Source: an optimization exercise on an open RTL-to-GDS flow (aim: small area). Production flows keep margins and buffers that such runs may drop.
Function was checked by simulation only, so behaviour that the tests miss may differ from the original.
Power and IR drop assume default switching activity.

==> nickel <==
Design log_perf_ctrl, start of the top module:
module log_perf_ctrl #(
  parameter int unsigned NUM_CNT  = 8,
  parameter int unsigned CNT_W    = 20,
  parameter int unsigned INC_W    = 6,
  parameter int unsigned TIMER_W  = 20,
  parameter int unsigned PERIOD_W = 16,
  parameter int unsigned IDX_W    = (NUM_CNT > 1) ? $clog2(NUM_CNT) : 1
) (
  input  logic                     clock,
  input  logic                     reset,
  input  logic [NUM_CNT*INC_W-1:0] perf_inc,
  input  logic [TIMER_W-1:0]       log_begin,
  input  logic [TIMER_W-1:0]       log_end,
  input  logic [PERIOD_W-1:0]      dump_period,
  input  logic                     auto_clean,
  input  logic                     dump_req,
  input  logic                     clean_req,
  input  logic                     out_ready,
  output logic [TIMER_W-1:0]       timer,
  output logic                     logEnable,
  output logic                     clean,
  output logic                     dump,
  output logic                     out_valid,
  output logic [IDX_W-1:0]         out_idx,
  output logic [CNT_W-1:0]         out_data,
  output logic                     out_last,
  output logic                     dump_overrun
);
==> module lpc_lt, before the edit <==
module lpc_lt #(
  parameter int unsigned W = 20
) (
  input  logic [W-1:0] tn,    
  input  logic [W-1:0] x,
  output logic         lt     
);
  localparam int unsigned L = W / 2;
  logic [L:0]   c;
  logic [W:L]   c0;
  logic [W-1:L] pn;          
  logic         p_all;
  lpc_and2 u_l0 (.a(tn[0]), .b(x[0]), .y(c[1]));
  for (genvar i = 1; i < L; i++) begin : g_lo
    lpc_maj3 u_m (.a(tn[i]), .b(x[i]), .c(c[i]), .y(c[i+1]));
  end
  lpc_and2 u_h0 (.a(tn[L]), .b(x[L]), .y(c0[L+1]));
  for (genvar i = L + 1; i < W; i++) begin : g_hi
    lpc_maj3 u_m0 (.a(tn[i]), .b(x[i]), .c(c0[i]), .y(c0[i+1]));
  end
  for (genvar i = L; i < W; i++) begin : g_pn
    lpc_nor2 u_p (.a(tn[i]), .b(x[i]), .y(pn[i]));
  end
  if (W - L == 10) begin : g_p10
    logic [2:0] pg;
    lpc_nor4 u_g0 (.a(pn[L]),   .b(pn[L+1]), .c(pn[L+2]), .d(pn[L+3]), .y(pg[0]));
    lpc_nor4 u_g1 (.a(pn[L+4]), .b(pn[L+5]), .c(pn[L+6]), .d(pn[L+7]), .y(pg[1]));
    lpc_nor2 u_g2 (.a(pn[L+8]), .b(pn[L+9]), .y(pg[2]));
    lpc_and3 u_p  (.a(pg[0]), .b(pg[1]), .c(pg[2]), .y(p_all));
  end else begin : g_pw
    assign p_all = ~|pn;
  end
  lpc_a21o u_sel (.a1(p_all), .a2(c[L]), .b1(c0[W]), .y(lt));
endmodule
export LEC_CHECK = 0
export CAP_MARGIN = 20
export CORE_MARGIN = 2
export CORE_UTILIZATION = 70
export PLACE_DENSITY = 0.82
export SLEW_MARGIN = 20
export SYNTH_HIERARCHICAL = 1
create_clock -name core_clock -period 7.0 [get_ports {clock}]
standard.sh (not shown) runs the stock make flow with config.mk's settings and CLKGATE_MAP_FILE= SYNTH_SCRIPT=/design/flow/synth_recipe.tcl, a recipe that flattens the netlist after the stock synthesis.
==> flow/flow/run.sh <==
#!/bin/bash
# Standard layout (the standard.sh) with these changes:
#  - port buffers use the smallest buffer cell;
#  - clock tree synthesis without dummy loads;
#  - after floorplan, combinational cells go to their smallest drive
#    strength (flow/downsize.tcl); later repair passes size up as needed.
set -euo pipefail
bash standard.sh \
  BUFFER_PORTS_ARGS="-buffer_cell sky130_fd_sc_hd__buf_1" \
  CTS_ARGS="-sink_clustering_enable -repair_clock_nets -dont_use_dummy_load -buf_list sky130_fd_sc_hd__clkbuf_4 -sink_clustering_size 10 -sink_clustering_max_diameter 60" \
  POST_FLOORPLAN_TCL="$PWD/flow/downsize.tcl" \
  finish > standard.log 2>&1
==> flow/flow/downsize.tcl <==
# POST_FLOORPLAN hook: put every combinational cell at the smallest drive
# strength of its function. The resizer's later repair_design and
# repair_timing passes size up again wherever slew, load or timing need it.
set block [ord::get_db_block]
set db [ord::get_db]
set skip {^(df|edf|sdf|sedf|dl|conb|tap|fill|decap|probe|lpflow|clk)}
set count 0
foreach inst [$block getInsts] {
  set name [[$inst getMaster] getName]
  if {![regexp {^sky130_fd_sc_hd__([a-z0-9]+)_([0-9]+)$} $name -> base drive]} { continue }
  if {[regexp $skip $base]} { continue }
  set best $name
  set best_area [expr {[[$inst getMaster] getWidth] * [[$inst getMaster] getHeight]}]
  foreach d {0 1} {
    set m [$db findMaster sky130_fd_sc_hd__${base}_$d]
    if {$m eq "NULL" || $m eq ""} { continue }
    set a [expr {[$m getWidth] * [$m getHeight]}]
    if {$a < $best_area} {
      set best [$m getName]
      set best_area $a
    }
  }
  if {$best ne $name} {
    replace_cell [$inst getName] $best
    incr count
  }
}
puts "downsize: replaced $count cells"
==> violet (differences from nickel) <==
--- a/flow/design.v
+++ b/flow/design.v
@@ -7,17 +7,16 @@
 module lpc_xor2  (input logic a, input logic b, output logic y);            assign y = a ^ b;              endmodule
 module lpc_xnor2 (input logic a, input logic b, output logic y);            assign y = ~(a ^ b);           endmodule
 module lpc_nand3 (input logic a, input logic b, input logic c, output logic y); assign y = ~(a & b & c);   endmodule
 module lpc_nor3  (input logic a, input logic b, input logic c, output logic y); assign y = ~(a | b | c);       endmodule
 module lpc_nor4  (input logic a, input logic b, input logic c, input logic d, output logic y); assign y = ~(a | b | c | d); endmodule
 module lpc_nand4 (input logic a, input logic b, input logic c, input logic d, output logic y); assign y = ~(a & b & c & d); endmodule
 module lpc_and3b (input logic an, input logic b, input logic c, output logic y); assign y = ~an & b & c;   endmodule
 module lpc_nor3b (input logic a, input logic b, input logic cn, output logic y); assign y = ~(a | b | ~cn); endmodule
-module lpc_nand2b (input logic an, input logic b, output logic y);        assign y = ~(~an & b);          endmodule
 module lpc_nor2b (input logic a, input logic bn, output logic y);          assign y = ~(a | ~bn);         endmodule
 module lpc_mux2  (input logic s, input logic a0, input logic a1, output logic y); assign y = s ? a1 : a0;  endmodule
 module lpc_mux2i (input logic s, input logic a0, input logic a1, output logic y); assign y = ~(s ? a1 : a0); endmodule
 module lpc_a21oi (input logic a1, input logic a2, input logic b1, output logic y); assign y = ~((a1 & a2) | b1); endmodule
 module lpc_a21o  (input logic a1, input logic a2, input logic b1, output logic y); assign y = (a1 & a2) | b1; endmodule
 module lpc_a22oi (input logic a1, input logic a2, input logic b1, input logic b2, output logic y);
   assign y = ~((a1 & a2) | (b1 & b2));
 endmodule
@@ -40,40 +39,28 @@
   parameter int unsigned W = 20
 ) (
   input  logic [W-1:0] tn,    
   input  logic [W-1:0] x,
   output logic         lt     
 );
   localparam int unsigned L = W / 2;
   logic [L:0]   c;
-  logic [W:L]   c0;
-  logic [W-1:L] pn;          
-  logic         p_all;
+  logic [W:L]   c0, c1;
   lpc_and2 u_l0 (.a(tn[0]), .b(x[0]), .y(c[1]));
   for (genvar i = 1; i < L; i++) begin : g_lo
     lpc_maj3 u_m (.a(tn[i]), .b(x[i]), .c(c[i]), .y(c[i+1]));
   end
   lpc_and2 u_h0 (.a(tn[L]), .b(x[L]), .y(c0[L+1]));
+  lpc_or2  u_h1 (.a(tn[L]), .b(x[L]), .y(c1[L+1]));
   for (genvar i = L + 1; i < W; i++) begin : g_hi
     lpc_maj3 u_m0 (.a(tn[i]), .b(x[i]), .c(c0[i]), .y(c0[i+1]));
+    lpc_maj3 u_m1 (.a(tn[i]), .b(x[i]), .c(c1[i]), .y(c1[i+1]));
   end
-  for (genvar i = L; i < W; i++) begin : g_pn
-    lpc_nor2 u_p (.a(tn[i]), .b(x[i]), .y(pn[i]));
-  end
-  if (W - L == 10) begin : g_p10
-    logic [2:0] pg;
-    lpc_nor4 u_g0 (.a(pn[L]),   .b(pn[L+1]), .c(pn[L+2]), .d(pn[L+3]), .y(pg[0]));
-    lpc_nor4 u_g1 (.a(pn[L+4]), .b(pn[L+5]), .c(pn[L+6]), .d(pn[L+7]), .y(pg[1]));
-    lpc_nor2 u_g2 (.a(pn[L+8]), .b(pn[L+9]), .y(pg[2]));
-    lpc_and3 u_p  (.a(pg[0]), .b(pg[1]), .c(pg[2]), .y(p_all));
-  end else begin : g_pw
-    assign p_all = ~|pn;
-  end
-  lpc_a21o u_sel (.a1(p_all), .a2(c[L]), .b1(c0[W]), .y(lt));
+  lpc_mux2 u_sel (.s(c[L]), .a0(c0[W]), .a1(c1[W]), .y(lt));
 endmodule
 module lpc_window #(
   parameter int unsigned W = 20
 ) (
   input  logic [W-1:0] timer_q,
   input  logic [W-1:0] log_begin,
   input  logic [W-1:0] log_end,
   output logic         log_en
@@ -100,53 +87,34 @@
   localparam int unsigned HI_W = CNT_W - INC_W;
   logic [INC_W:0]   c;
   logic [INC_W-1:0] s;
   logic [HI_W:0]    p;        
   logic             t0;       
   logic             eon;      
   logic [INC_W-1:0] yn;
   logic [HI_W-1:0]  qn, hn;
-  logic             en0n;
-  lpc_and2  u_c1 (.a(acc[0]), .b(inc[0]), .y(c[1]));
-  lpc_nand2 u_e0 (.a(log_en), .b(inc[0]), .y(en0n));
-  lpc_xor2  u_s0 (.a(acc[0]), .b(en0n), .y(yn[0]));
-  assign s[0] = 1'b0;   
+  lpc_ha u_a0 (.a(acc[0]), .b(inc[0]), .s(s[0]), .co(c[1]));
   for (genvar b = 1; b < INC_W; b++) begin : g_add
     lpc_fa u_a (.a(acc[b]), .b(inc[b]), .ci(c[b]), .s(s[b]), .co(c[b+1]));
   end
-  assign p[0] = 1'b1;
-  lpc_and2 u_p2 (.a(acc[INC_W]), .b(acc[INC_W+1]), .y(p[2]));
-  for (genvar b = 4; b <= HI_W; b += 2) begin : g_pre
-    lpc_and3 u_p (.a(p[b-2]), .b(acc[INC_W+b-2]), .c(acc[INC_W+b-1]), .y(p[b]));
-  end
-  if (HI_W % 2 == 1) begin : g_pre_odd
-    lpc_and2 u_p (.a(p[HI_W-1]), .b(acc[CNT_W-1]), .y(p[HI_W]));
-  end
-  for (genvar b = 1; b < HI_W; b += 2) begin : g_pre_nu
-    assign p[b] = 1'b0;   
+  assign p[1] = acc[INC_W];
+  for (genvar b = 1; b < HI_W; b++) begin : g_pre
+    lpc_and2 u_p (.a(p[b]), .b(acc[INC_W+b]), .y(p[b+1]));
   end
   lpc_and3b u_t0 (.an(p[HI_W]), .b(log_en), .c(c[INC_W]), .y(t0));
   lpc_nand3 u_eo (.a(p[HI_W]), .b(log_en), .c(c[INC_W]), .y(eon));
   for (genvar b = 0; b < INC_W; b++) begin : g_lo
-    if (b > 0) begin : g_m
-      lpc_mux2i u_m (.s(log_en), .a0(acc[b]), .a1(s[b]), .y(yn[b]));
-    end
+    lpc_mux2i u_m (.s(log_en), .a0(acc[b]), .a1(s[b]), .y(yn[b]));
     lpc_a21oi u_o (.a1(yn[b]), .a2(eon), .b1(clean_q), .y(nxt[b]));
   end
   lpc_xnor2 u_x0 (.a(acc[INC_W]), .b(t0), .y(hn[0]));
   lpc_nor2  u_n0 (.a(clean_q), .b(hn[0]), .y(nxt[INC_W]));
   for (genvar b = 1; b < HI_W; b++) begin : g_hi
-    if (b == 1) begin : g_q1
-      lpc_nand2 u_q (.a(t0), .b(acc[INC_W]), .y(qn[b]));
-    end else if (b % 2 == 0) begin : g_qe
-      lpc_nand2 u_q (.a(t0), .b(p[b]), .y(qn[b]));
-    end else begin : g_qo
-      lpc_nand3 u_q (.a(t0), .b(p[b-1]), .c(acc[INC_W+b-1]), .y(qn[b]));
-    end
+    lpc_nand2 u_q (.a(t0), .b(p[b]), .y(qn[b]));
     lpc_xor2  u_x (.a(acc[INC_W+b]), .b(qn[b]), .y(hn[b]));
     lpc_nor2  u_n (.a(clean_q), .b(hn[b]), .y(nxt[INC_W+b]));
   end
 endmodule
 module lpc_timer_nxt #(
   parameter int unsigned W = 20
 ) (
   input  logic [W-1:0] t,
@@ -189,33 +157,23 @@
   lpc_nor3 u_r3 (.a(rem[13]), .b(rem[14]), .c(rem[15]), .y(rg[3]));
   lpc_nand4 u_chg (.a(xg[0]), .b(xg[1]), .c(xg[2]), .d(xg[3]), .y(chg));
   lpc_nand4 u_nz  (.a(zg[0]), .b(zg[1]), .c(zg[2]), .d(zg[3]), .y(nz));
   lpc_nand4 u_rhi (.a(rg[0]), .b(rg[1]), .c(rg[2]), .d(rg[3]), .y(rhi_n));
   lpc_nor2b u_is1 (.a(rhi_n), .bn(rem[0]), .y(is1));
   lpc_nor2b u_cn  (.a(chg), .bn(first_n), .y(chg_n));
   lpc_and3  u_ar  (.a(chg_n), .b(nz), .c(is1), .y(auto_req));
   lpc_and3b u_rld (.an(is1), .b(chg_n), .c(nz), .y(rld_n));
-  assign bwn[0] = 1'b0;     
   assign bwn[1] = rem[0];
   for (genvar b = 1; b < W - 1; b++) begin : g_bw
-    if (b % 2 == 1) begin : g_o
-      lpc_nor2  u_b (.a(bwn[b]), .b(rem[b]), .y(bwn[b+1]));
-    end else begin : g_e
-      lpc_nand2b u_b (.an(rem[b]), .b(bwn[b]), .y(bwn[b+1]));
-    end
+    lpc_or2 u_b (.a(bwn[b]), .b(rem[b]), .y(bwn[b+1]));
   end
-  assign bwn[W] = 1'b0;     
   lpc_inv u_d0 (.a(rem[0]), .y(dec[0]));
   for (genvar b = 1; b < W; b++) begin : g_dec
-    if (b % 2 == 1) begin : g_o
-      lpc_xnor2 u_d (.a(rem[b]), .b(bwn[b]), .y(dec[b]));
-    end else begin : g_e
-      lpc_xor2  u_d (.a(rem[b]), .b(bwn[b]), .y(dec[b]));
-    end
+    lpc_xnor2 u_d (.a(rem[b]), .b(bwn[b]), .y(dec[b]));
   end
   for (genvar b = 0; b < W; b++) begin : g_mx
     lpc_mux2 u_m (.s(rld_n), .a0(dump_period[b]), .a1(dec[b]), .y(rem_nxt[b]));
   end
 endmodule
 module lpc_rd_bit (
   input  logic [7:0] d,
   input  logic [7:0] sel,
==> flow/flow/run.sh (replaced) <==
#!/bin/bash
# Standard layout (the standard.sh) with these changes:
#  - port buffers use the smallest buffer cell;
#  - clock tree synthesis without dummy loads;
#  - after floorplan, combinational cells go to their smallest drive
#    strength (flow/downsize.tcl); later repair passes size up as needed.
set -euo pipefail
bash standard.sh \
  BUFFER_PORTS_ARGS="-buffer_cell sky130_fd_sc_hd__buf_1" \
  CTS_ARGS="-sink_clustering_enable -repair_clock_nets -dont_use_dummy_load -buf_list sky130_fd_sc_hd__clkbuf_4 -sink_clustering_size 12 -sink_clustering_max_diameter 50" \
  POST_FLOORPLAN_TCL="$PWD/flow/downsize.tcl" \
  finish > standard.log 2>&1
==> yarrow (differences from nickel) <==
--- a/flow/design.v
+++ b/flow/design.v
@@ -7,17 +7,16 @@
 module lpc_xor2  (input logic a, input logic b, output logic y);            assign y = a ^ b;              endmodule
 module lpc_xnor2 (input logic a, input logic b, output logic y);            assign y = ~(a ^ b);           endmodule
 module lpc_nand3 (input logic a, input logic b, input logic c, output logic y); assign y = ~(a & b & c);   endmodule
 module lpc_nor3  (input logic a, input logic b, input logic c, output logic y); assign y = ~(a | b | c);       endmodule
 module lpc_nor4  (input logic a, input logic b, input logic c, input logic d, output logic y); assign y = ~(a | b | c | d); endmodule
 module lpc_nand4 (input logic a, input logic b, input logic c, input logic d, output logic y); assign y = ~(a & b & c & d); endmodule
 module lpc_and3b (input logic an, input logic b, input logic c, output logic y); assign y = ~an & b & c;   endmodule
 module lpc_nor3b (input logic a, input logic b, input logic cn, output logic y); assign y = ~(a | b | ~cn); endmodule
-module lpc_nand2b (input logic an, input logic b, output logic y);        assign y = ~(~an & b);          endmodule
 module lpc_nor2b (input logic a, input logic bn, output logic y);          assign y = ~(a | ~bn);         endmodule
 module lpc_mux2  (input logic s, input logic a0, input logic a1, output logic y); assign y = s ? a1 : a0;  endmodule
 module lpc_mux2i (input logic s, input logic a0, input logic a1, output logic y); assign y = ~(s ? a1 : a0); endmodule
 module lpc_a21oi (input logic a1, input logic a2, input logic b1, output logic y); assign y = ~((a1 & a2) | b1); endmodule
 module lpc_a21o  (input logic a1, input logic a2, input logic b1, output logic y); assign y = (a1 & a2) | b1; endmodule
 module lpc_a22oi (input logic a1, input logic a2, input logic b1, input logic b2, output logic y);
   assign y = ~((a1 & a2) | (b1 & b2));
 endmodule
@@ -40,40 +39,28 @@
   parameter int unsigned W = 20
 ) (
   input  logic [W-1:0] tn,    
   input  logic [W-1:0] x,
   output logic         lt     
 );
   localparam int unsigned L = W / 2;
   logic [L:0]   c;
-  logic [W:L]   c0;
-  logic [W-1:L] pn;          
-  logic         p_all;
+  logic [W:L]   c0, c1;
   lpc_and2 u_l0 (.a(tn[0]), .b(x[0]), .y(c[1]));
   for (genvar i = 1; i < L; i++) begin : g_lo
     lpc_maj3 u_m (.a(tn[i]), .b(x[i]), .c(c[i]), .y(c[i+1]));
   end
   lpc_and2 u_h0 (.a(tn[L]), .b(x[L]), .y(c0[L+1]));
+  lpc_or2  u_h1 (.a(tn[L]), .b(x[L]), .y(c1[L+1]));
   for (genvar i = L + 1; i < W; i++) begin : g_hi
     lpc_maj3 u_m0 (.a(tn[i]), .b(x[i]), .c(c0[i]), .y(c0[i+1]));
+    lpc_maj3 u_m1 (.a(tn[i]), .b(x[i]), .c(c1[i]), .y(c1[i+1]));
   end
-  for (genvar i = L; i < W; i++) begin : g_pn
-    lpc_nor2 u_p (.a(tn[i]), .b(x[i]), .y(pn[i]));
-  end
-  if (W - L == 10) begin : g_p10
-    logic [2:0] pg;
-    lpc_nor4 u_g0 (.a(pn[L]),   .b(pn[L+1]), .c(pn[L+2]), .d(pn[L+3]), .y(pg[0]));
-    lpc_nor4 u_g1 (.a(pn[L+4]), .b(pn[L+5]), .c(pn[L+6]), .d(pn[L+7]), .y(pg[1]));
-    lpc_nor2 u_g2 (.a(pn[L+8]), .b(pn[L+9]), .y(pg[2]));
-    lpc_and3 u_p  (.a(pg[0]), .b(pg[1]), .c(pg[2]), .y(p_all));
-  end else begin : g_pw
-    assign p_all = ~|pn;
-  end
-  lpc_a21o u_sel (.a1(p_all), .a2(c[L]), .b1(c0[W]), .y(lt));
+  lpc_mux2 u_sel (.s(c[L]), .a0(c0[W]), .a1(c1[W]), .y(lt));
 endmodule
 module lpc_window #(
   parameter int unsigned W = 20
 ) (
   input  logic [W-1:0] timer_q,
   input  logic [W-1:0] log_begin,
   input  logic [W-1:0] log_end,
   output logic         log_en
@@ -100,21 +87,17 @@
   localparam int unsigned HI_W = CNT_W - INC_W;
   logic [INC_W:0]   c;
   logic [INC_W-1:0] s;
   logic [HI_W:0]    p;        
   logic             t0;       
   logic             eon;      
   logic [INC_W-1:0] yn;
   logic [HI_W-1:0]  qn, hn;
-  logic             en0n;
-  lpc_and2  u_c1 (.a(acc[0]), .b(inc[0]), .y(c[1]));
-  lpc_nand2 u_e0 (.a(log_en), .b(inc[0]), .y(en0n));
-  lpc_xor2  u_s0 (.a(acc[0]), .b(en0n), .y(yn[0]));
-  assign s[0] = 1'b0;   
+  lpc_ha u_a0 (.a(acc[0]), .b(inc[0]), .s(s[0]), .co(c[1]));
   for (genvar b = 1; b < INC_W; b++) begin : g_add
     lpc_fa u_a (.a(acc[b]), .b(inc[b]), .ci(c[b]), .s(s[b]), .co(c[b+1]));
   end
   assign p[0] = 1'b1;
   lpc_and2 u_p2 (.a(acc[INC_W]), .b(acc[INC_W+1]), .y(p[2]));
   for (genvar b = 4; b <= HI_W; b += 2) begin : g_pre
     lpc_and3 u_p (.a(p[b-2]), .b(acc[INC_W+b-2]), .c(acc[INC_W+b-1]), .y(p[b]));
   end
@@ -122,19 +105,17 @@
     lpc_and2 u_p (.a(p[HI_W-1]), .b(acc[CNT_W-1]), .y(p[HI_W]));
   end
   for (genvar b = 1; b < HI_W; b += 2) begin : g_pre_nu
     assign p[b] = 1'b0;   
   end
   lpc_and3b u_t0 (.an(p[HI_W]), .b(log_en), .c(c[INC_W]), .y(t0));
   lpc_nand3 u_eo (.a(p[HI_W]), .b(log_en), .c(c[INC_W]), .y(eon));
   for (genvar b = 0; b < INC_W; b++) begin : g_lo
-    if (b > 0) begin : g_m
-      lpc_mux2i u_m (.s(log_en), .a0(acc[b]), .a1(s[b]), .y(yn[b]));
-    end
+    lpc_mux2i u_m (.s(log_en), .a0(acc[b]), .a1(s[b]), .y(yn[b]));
     lpc_a21oi u_o (.a1(yn[b]), .a2(eon), .b1(clean_q), .y(nxt[b]));
   end
   lpc_xnor2 u_x0 (.a(acc[INC_W]), .b(t0), .y(hn[0]));
   lpc_nor2  u_n0 (.a(clean_q), .b(hn[0]), .y(nxt[INC_W]));
   for (genvar b = 1; b < HI_W; b++) begin : g_hi
     if (b == 1) begin : g_q1
       lpc_nand2 u_q (.a(t0), .b(acc[INC_W]), .y(qn[b]));
     end else if (b % 2 == 0) begin : g_qe
@@ -189,33 +170,23 @@
   lpc_nor3 u_r3 (.a(rem[13]), .b(rem[14]), .c(rem[15]), .y(rg[3]));
   lpc_nand4 u_chg (.a(xg[0]), .b(xg[1]), .c(xg[2]), .d(xg[3]), .y(chg));
   lpc_nand4 u_nz  (.a(zg[0]), .b(zg[1]), .c(zg[2]), .d(zg[3]), .y(nz));
   lpc_nand4 u_rhi (.a(rg[0]), .b(rg[1]), .c(rg[2]), .d(rg[3]), .y(rhi_n));
   lpc_nor2b u_is1 (.a(rhi_n), .bn(rem[0]), .y(is1));
   lpc_nor2b u_cn  (.a(chg), .bn(first_n), .y(chg_n));
   lpc_and3  u_ar  (.a(chg_n), .b(nz), .c(is1), .y(auto_req));
   lpc_and3b u_rld (.an(is1), .b(chg_n), .c(nz), .y(rld_n));
-  assign bwn[0] = 1'b0;     
   assign bwn[1] = rem[0];
   for (genvar b = 1; b < W - 1; b++) begin : g_bw
-    if (b % 2 == 1) begin : g_o
-      lpc_nor2  u_b (.a(bwn[b]), .b(rem[b]), .y(bwn[b+1]));
-    end else begin : g_e
-      lpc_nand2b u_b (.an(rem[b]), .b(bwn[b]), .y(bwn[b+1]));
-    end
+    lpc_or2 u_b (.a(bwn[b]), .b(rem[b]), .y(bwn[b+1]));
   end
-  assign bwn[W] = 1'b0;     
   lpc_inv u_d0 (.a(rem[0]), .y(dec[0]));
   for (genvar b = 1; b < W; b++) begin : g_dec
-    if (b % 2 == 1) begin : g_o
-      lpc_xnor2 u_d (.a(rem[b]), .b(bwn[b]), .y(dec[b]));
-    end else begin : g_e
-      lpc_xor2  u_d (.a(rem[b]), .b(bwn[b]), .y(dec[b]));
-    end
+    lpc_xnor2 u_d (.a(rem[b]), .b(bwn[b]), .y(dec[b]));
   end
   for (genvar b = 0; b < W; b++) begin : g_mx
     lpc_mux2 u_m (.s(rld_n), .a0(dump_period[b]), .a1(dec[b]), .y(rem_nxt[b]));
   end
 endmodule
 module lpc_rd_bit (
   input  logic [7:0] d,
   input  logic [7:0] sel,
==> tundra (differences from nickel) <==
--- a/flow/design.v
+++ b/flow/design.v
@@ -40,40 +40,28 @@
   parameter int unsigned W = 20
 ) (
   input  logic [W-1:0] tn,    
   input  logic [W-1:0] x,
   output logic         lt     
 );
   localparam int unsigned L = W / 2;
   logic [L:0]   c;
-  logic [W:L]   c0;
-  logic [W-1:L] pn;          
-  logic         p_all;
+  logic [W:L]   c0, c1;
   lpc_and2 u_l0 (.a(tn[0]), .b(x[0]), .y(c[1]));
   for (genvar i = 1; i < L; i++) begin : g_lo
     lpc_maj3 u_m (.a(tn[i]), .b(x[i]), .c(c[i]), .y(c[i+1]));
   end
   lpc_and2 u_h0 (.a(tn[L]), .b(x[L]), .y(c0[L+1]));
+  lpc_or2  u_h1 (.a(tn[L]), .b(x[L]), .y(c1[L+1]));
   for (genvar i = L + 1; i < W; i++) begin : g_hi
     lpc_maj3 u_m0 (.a(tn[i]), .b(x[i]), .c(c0[i]), .y(c0[i+1]));
+    lpc_maj3 u_m1 (.a(tn[i]), .b(x[i]), .c(c1[i]), .y(c1[i+1]));
   end
-  for (genvar i = L; i < W; i++) begin : g_pn
-    lpc_nor2 u_p (.a(tn[i]), .b(x[i]), .y(pn[i]));
-  end
-  if (W - L == 10) begin : g_p10
-    logic [2:0] pg;
-    lpc_nor4 u_g0 (.a(pn[L]),   .b(pn[L+1]), .c(pn[L+2]), .d(pn[L+3]), .y(pg[0]));
-    lpc_nor4 u_g1 (.a(pn[L+4]), .b(pn[L+5]), .c(pn[L+6]), .d(pn[L+7]), .y(pg[1]));
-    lpc_nor2 u_g2 (.a(pn[L+8]), .b(pn[L+9]), .y(pg[2]));
-    lpc_and3 u_p  (.a(pg[0]), .b(pg[1]), .c(pg[2]), .y(p_all));
-  end else begin : g_pw
-    assign p_all = ~|pn;
-  end
-  lpc_a21o u_sel (.a1(p_all), .a2(c[L]), .b1(c0[W]), .y(lt));
+  lpc_mux2 u_sel (.s(c[L]), .a0(c0[W]), .a1(c1[W]), .y(lt));
 endmodule
 module lpc_window #(
   parameter int unsigned W = 20
 ) (
   input  logic [W-1:0] timer_q,
   input  logic [W-1:0] log_begin,
   input  logic [W-1:0] log_end,
   output logic         log_en
==> comparison table <==
| quantity | violet | yarrow | nickel | tundra |
|---|---|---|---|---|
| Result of the run | finished clean | finished clean | finished clean | finished clean |
| Routed wire per std cell | 17.1 µm | 18.4 µm | 18.1 µm | 18.0 µm |
| Violation count after the first detailed-routing iteration | 963 | 893 | 1061 | 1014 |
| Area of the mapped netlist | 17300 µm² | 17000 µm² | 16900 µm² | 17000 µm² |
| Part of the total power dissipated in combinational logic | 0.190 | 0.188 | 0.186 | 0.187 |
| Max transition margin | 0.300 | 0.352 | 0.371 | 0.247 |
| Clock share of power | 0.208 | 0.220 | 0.220 | 0.220 |
| Net Count, Synth | 1435 | 1387 | 1395 | 1387 |
| Met2 demand-to-capacity share in global routing | 0.410 | 0.438 | 0.416 | 0.419 |
| Simple-gate share of the synthesized area | 0.124 | 0.111 | 0.124 | 0.115 |
| GR Util met1 | 0.347 | 0.352 | 0.377 | 0.358 |
| Area of the multi-input gates | 6520 µm² | 6280 µm² | 6150 µm² | 6230 µm² |
| CTS clk-pin slew, worst paths | 120 ps | 110 ps | 110 ps | 100 ps |
| Instance count of the mapped netlist | 1257 | 1209 | 1225 | 1217 |
| Vias in the first global route | 10300 | 10500 | 10500 | 10500 |
| Fraction of the mapped netlist area in compound gates | 0.0629 | 0.0638 | 0.0652 | 0.0640 |
| Flop2flop setup slack | 1060 ps | 1240 ps | 1330 ps | 1310 ps |
| DIE HEIGHT | 161 µm | 160 µm | 159 µm | 160 µm |
| Hold slack | 471 ps | 471 ps | 480 ps | 467 ps |
| Skew-Pair Late Insertion Delay | 640 ps | 660 ps | 670 ps | 670 ps |
| Sum of met2 wire segment lengths after detailed routing | 15400 µm | 16400 µm | 15300 µm | 15400 µm |
| Number of tap cells inserted | 324 | 324 | 319 | 319 |
| Total number of multi-input combinational cells | 854 | 806 | 822 | 814 |
| Global-route usage over all layers | 0.245 | 0.256 | 0.260 | 0.255 |
| Average size of a mapped cell | 13.7 µm² | 14.1 µm² | 13.8 µm² | 13.9 µm² |

## static timing again, ports no longer ideal
The flow's constraints put no driver on any port. The routed layouts listed below were extracted and timed again, unchanged, in two steps. Step 1, drivers: a clkbuf_16 drives clock and a buf_2 each remaining input, both assumed. Step 2 moves the port delays by t, midway between the first and last clock arrival at a register: inputs arrive t later, outputs are due t later. That takes back most of the time a late clock gives input paths. a / b / c = ideal ports / drivers / drivers and shift; a / b = the first two.
run	t (ns)	setup slack, ns	slew at the worst register clock pin (ns)	pins driven straight from the clock port
nickel	0.702	0.188 / 0.162 / 0.162	0.11 / 0.11	1
violet	0.662	0.108 / 0.087 / 0.073	0.13 / 0.13	1
yarrow	0.677	0.111 / 0.088 / 0.088	0.12 / 0.12	1
tundra	0.682	0.111 / 0.089 / 0.089	0.11 / 0.11	1
After both steps setup and hold are still met in every run listed. The setup slack of violet, which loses most, moves by -0.021 ns with the drivers and by -0.035 ns with both steps.
